This is an optimization exercise on Yosys and OpenROAD, whose aim is small area and a short achievable clock period, not a production implementation.
The RTL was checked by simulation tests, not by an equivalence proof against the original design.
The clock port is modelled as an ideal driver; clocking choices that lean on that would not hold on a real chip.
Power is estimated from default activity; no workload was simulated.

// pcSequencer
module pcSequencer (
	input  logic                   clk,
	input  logic                   rst,
	input  logic                   instrValid,
	input  pcSequencerPkg::wordT   instr,
	input  logic                   aluValid,
	input  pcSequencerPkg::regIdxT aluDest,
	input  pcSequencerPkg::wordT   aluData,
	input  logic                   aluCarry,
	output logic                   nextPcValid,
	output pcSequencerPkg::addrT   nextPc,
	output logic                   branchTaken
);
For scale: roughly 1300 flip-flops, about 110 I/O pins, about 46000 um2 of cells after synthesis.
Settings: LEC_CHECK=0, CAP_MARGIN=20, CORE_MARGIN=2, CORE_UTILIZATION=60, CTS_CLUSTER_DIAMETER=100, CTS_CLUSTER_SIZE=30, SETUP_SLACK_MARGIN=1.5, SLEW_MARGIN=20, BUFFER_PORTS_ARGS=-buffer_cell sky130_fd_sc_hd__buf_4; clock period 3.6 ns.
standard.sh (not shown) runs the stock make flow with config.mk's settings and CLKGATE_MAP_FILE= SYNTH_SCRIPT=/design/flow/synth_recipe.tcl, a recipe that flattens the netlist after the stock synthesis.
==> flow/flow/run.sh <==
#!/bin/bash
# The standard layout, with two changes: the port buffers are buf_4 cells
# (the default pick is a slow delay cell that the footprint-bound sizer
# cannot replace), and the sizer may swap cells across footprints.
set -euo pipefail
cd "$(dirname "$0")/.."
echo 'export BUFFER_PORTS_ARGS = -buffer_cell sky130_fd_sc_hd__buf_4' >> config.mk
bash standard.sh MATCH_CELL_FOOTPRINT=0 finish > flow_make.log 2>&1
The starting point produced a clean layout.
Edit:
==> flow/flow/run.sh (replaced) <==
#!/bin/bash
# The standard layout, with these changes:
# - the port buffers are buf_4 cells (the default pick is a slow delay cell
#   that the footprint-bound sizer cannot replace);
# - the sizer may swap cells across footprints;
# - the 4-input OR and NOR cells, which are slow, are not used;
# - after CTS, one more setup repair by sizing only (flow/post_cts.tcl).
set -euo pipefail
cd "$(dirname "$0")/.."
here=$(pwd)
cat >> config.mk <<EOC
export BUFFER_PORTS_ARGS = -buffer_cell sky130_fd_sc_hd__buf_4
export POST_CTS_TCL = $here/flow/post_cts.tcl
export EXTRA_SETUP_MARGIN = 1.8
export DONT_USE_CELLS = sky130_fd_sc_hd__or4_1 sky130_fd_sc_hd__or4_2 sky130_fd_sc_hd__or4_4 sky130_fd_sc_hd__or4b_1 sky130_fd_sc_hd__or4b_2 sky130_fd_sc_hd__or4b_4 sky130_fd_sc_hd__or4bb_1 sky130_fd_sc_hd__or4bb_2 sky130_fd_sc_hd__or4bb_4 sky130_fd_sc_hd__nor4_1 sky130_fd_sc_hd__nor4_2 sky130_fd_sc_hd__nor4_4 sky130_fd_sc_hd__nor4b_1 sky130_fd_sc_hd__nor4b_2 sky130_fd_sc_hd__nor4b_4 sky130_fd_sc_hd__nor4bb_1 sky130_fd_sc_hd__nor4bb_2 sky130_fd_sc_hd__nor4bb_4
EOC
bash standard.sh MATCH_CELL_FOOTPRINT=0 finish > flow_make.log 2>&1
==> flow/flow/post_cts.tcl (new file) <==
# Extra setup repair after CTS: cell sizing and pin swaps only, aiming past
# the flow's own margin, then legalise the placement again.
log_cmd repair_timing -setup -setup_margin $::env(EXTRA_SETUP_MARGIN) -sequence sizeup,swap -max_passes 100 -repair_tns 100 -verbose
log_cmd detailed_placement
check_placement -verbose
log_cmd estimate_parasitics -placement
puts "extra sizing: worst slack [worst_slack -max]"
Settings changed: CORE_UTILIZATION 60 to 65, CTS_CLUSTER_SIZE 30 to 25, DONT_USE_CELLS set to sky130_fd_sc_hd__or4_1 sky130_fd_sc_hd__or4_2 sky130_fd_sc_hd__or4_4 sky130_fd_sc_hd__or4b_1 sky130_fd_sc_hd__or4b_2 sky130_fd_sc_hd__or4b_4 sky130_fd_sc_hd__or4bb_1 sky130_fd_sc_hd__or4bb_2 sky130_fd_sc_hd__or4bb_4 sky130_fd_sc_hd__nor4_1 sky130_fd_sc_hd__nor4_2 sky130_fd_sc_hd__nor4_4 sky130_fd_sc_hd__nor4b_1 sky130_fd_sc_hd__nor4b_2 sky130_fd_sc_hd__nor4b_4 sky130_fd_sc_hd__nor4bb_1 sky130_fd_sc_hd__nor4bb_2 sky130_fd_sc_hd__nor4bb_4, EXTRA_SETUP_MARGIN set to 1.8, POST_CTS_TCL set to /design/flow/flow/post_cts.tcl, SETUP_SLACK_MARGIN 1.5 to 1.2.
The changed run produced a clean layout.
First-iteration DRC count fell by a few percent.
Clock-buffer cell count rose by 16.
Sequential share of layout area fell by 0.56 points.
Hold slack loses 0.015 ns.
Cell count fell by a few percent.
Routed wire length fell by a little under a tenth.
Setup slack gains 0.090 ns.
Global-route usage barely changes.
Sequential power stays flat.
Edit:
Settings changed: SETUP_SLACK_MARGIN 1.2 to 1.5.
The changed run produced a clean layout.
Via count went up slightly.
Non-clock buffer count rises by 5.
Cell count hardly moves.

==> separate check: timing with driven ports <==
Ports are ideal in the flow. The routed layouts listed here were re-timed in OpenROAD.
Step 1 (the two cells are an assumption about what drives the block):
set clk [get_ports {clk}]
set_driving_cell -lib_cell sky130_fd_sc_hd__clkbuf_16 $clk
set_driving_cell -lib_cell sky130_fd_sc_hd__buf_2 [delete_from_list [all_inputs] $clk]
Step 2, shift: input delay + t, output delay - t, t = (earliest + latest rising clock arrival at the registers) / 2. This alone moves slack from input paths to output paths.
a / b / c = no drivers / after step 1 / after step 2; a / b = the first two.
| run | shift t [ns] | slack for setup (ns) | hold slack, ns | worst setup path at the end | latest minus earliest clock arrival (ns) |
|---|---|---|---|---|---|
| the first run | 0.736 | 1.484 / 1.464 / 1.297 | 0.136 / 0.104 / 0.341 | input to register | 0.041 / 0.042 |
| the second run | 0.748 | 1.573 / 1.548 / 1.218 | 0.121 / 0.079 / 0.327 | input to register | 0.028 / 0.028 |
| the third run | 0.752 | 1.604 / 1.531 / 1.274 | 0.122 / 0.076 / 0.331 | input to register | 0.032 / 0.032 |
After both steps setup and hold are still met in every run listed. The setup slack of the second run, which loses most, moves by -0.025 ns with the drivers and by -0.355 ns with both steps.
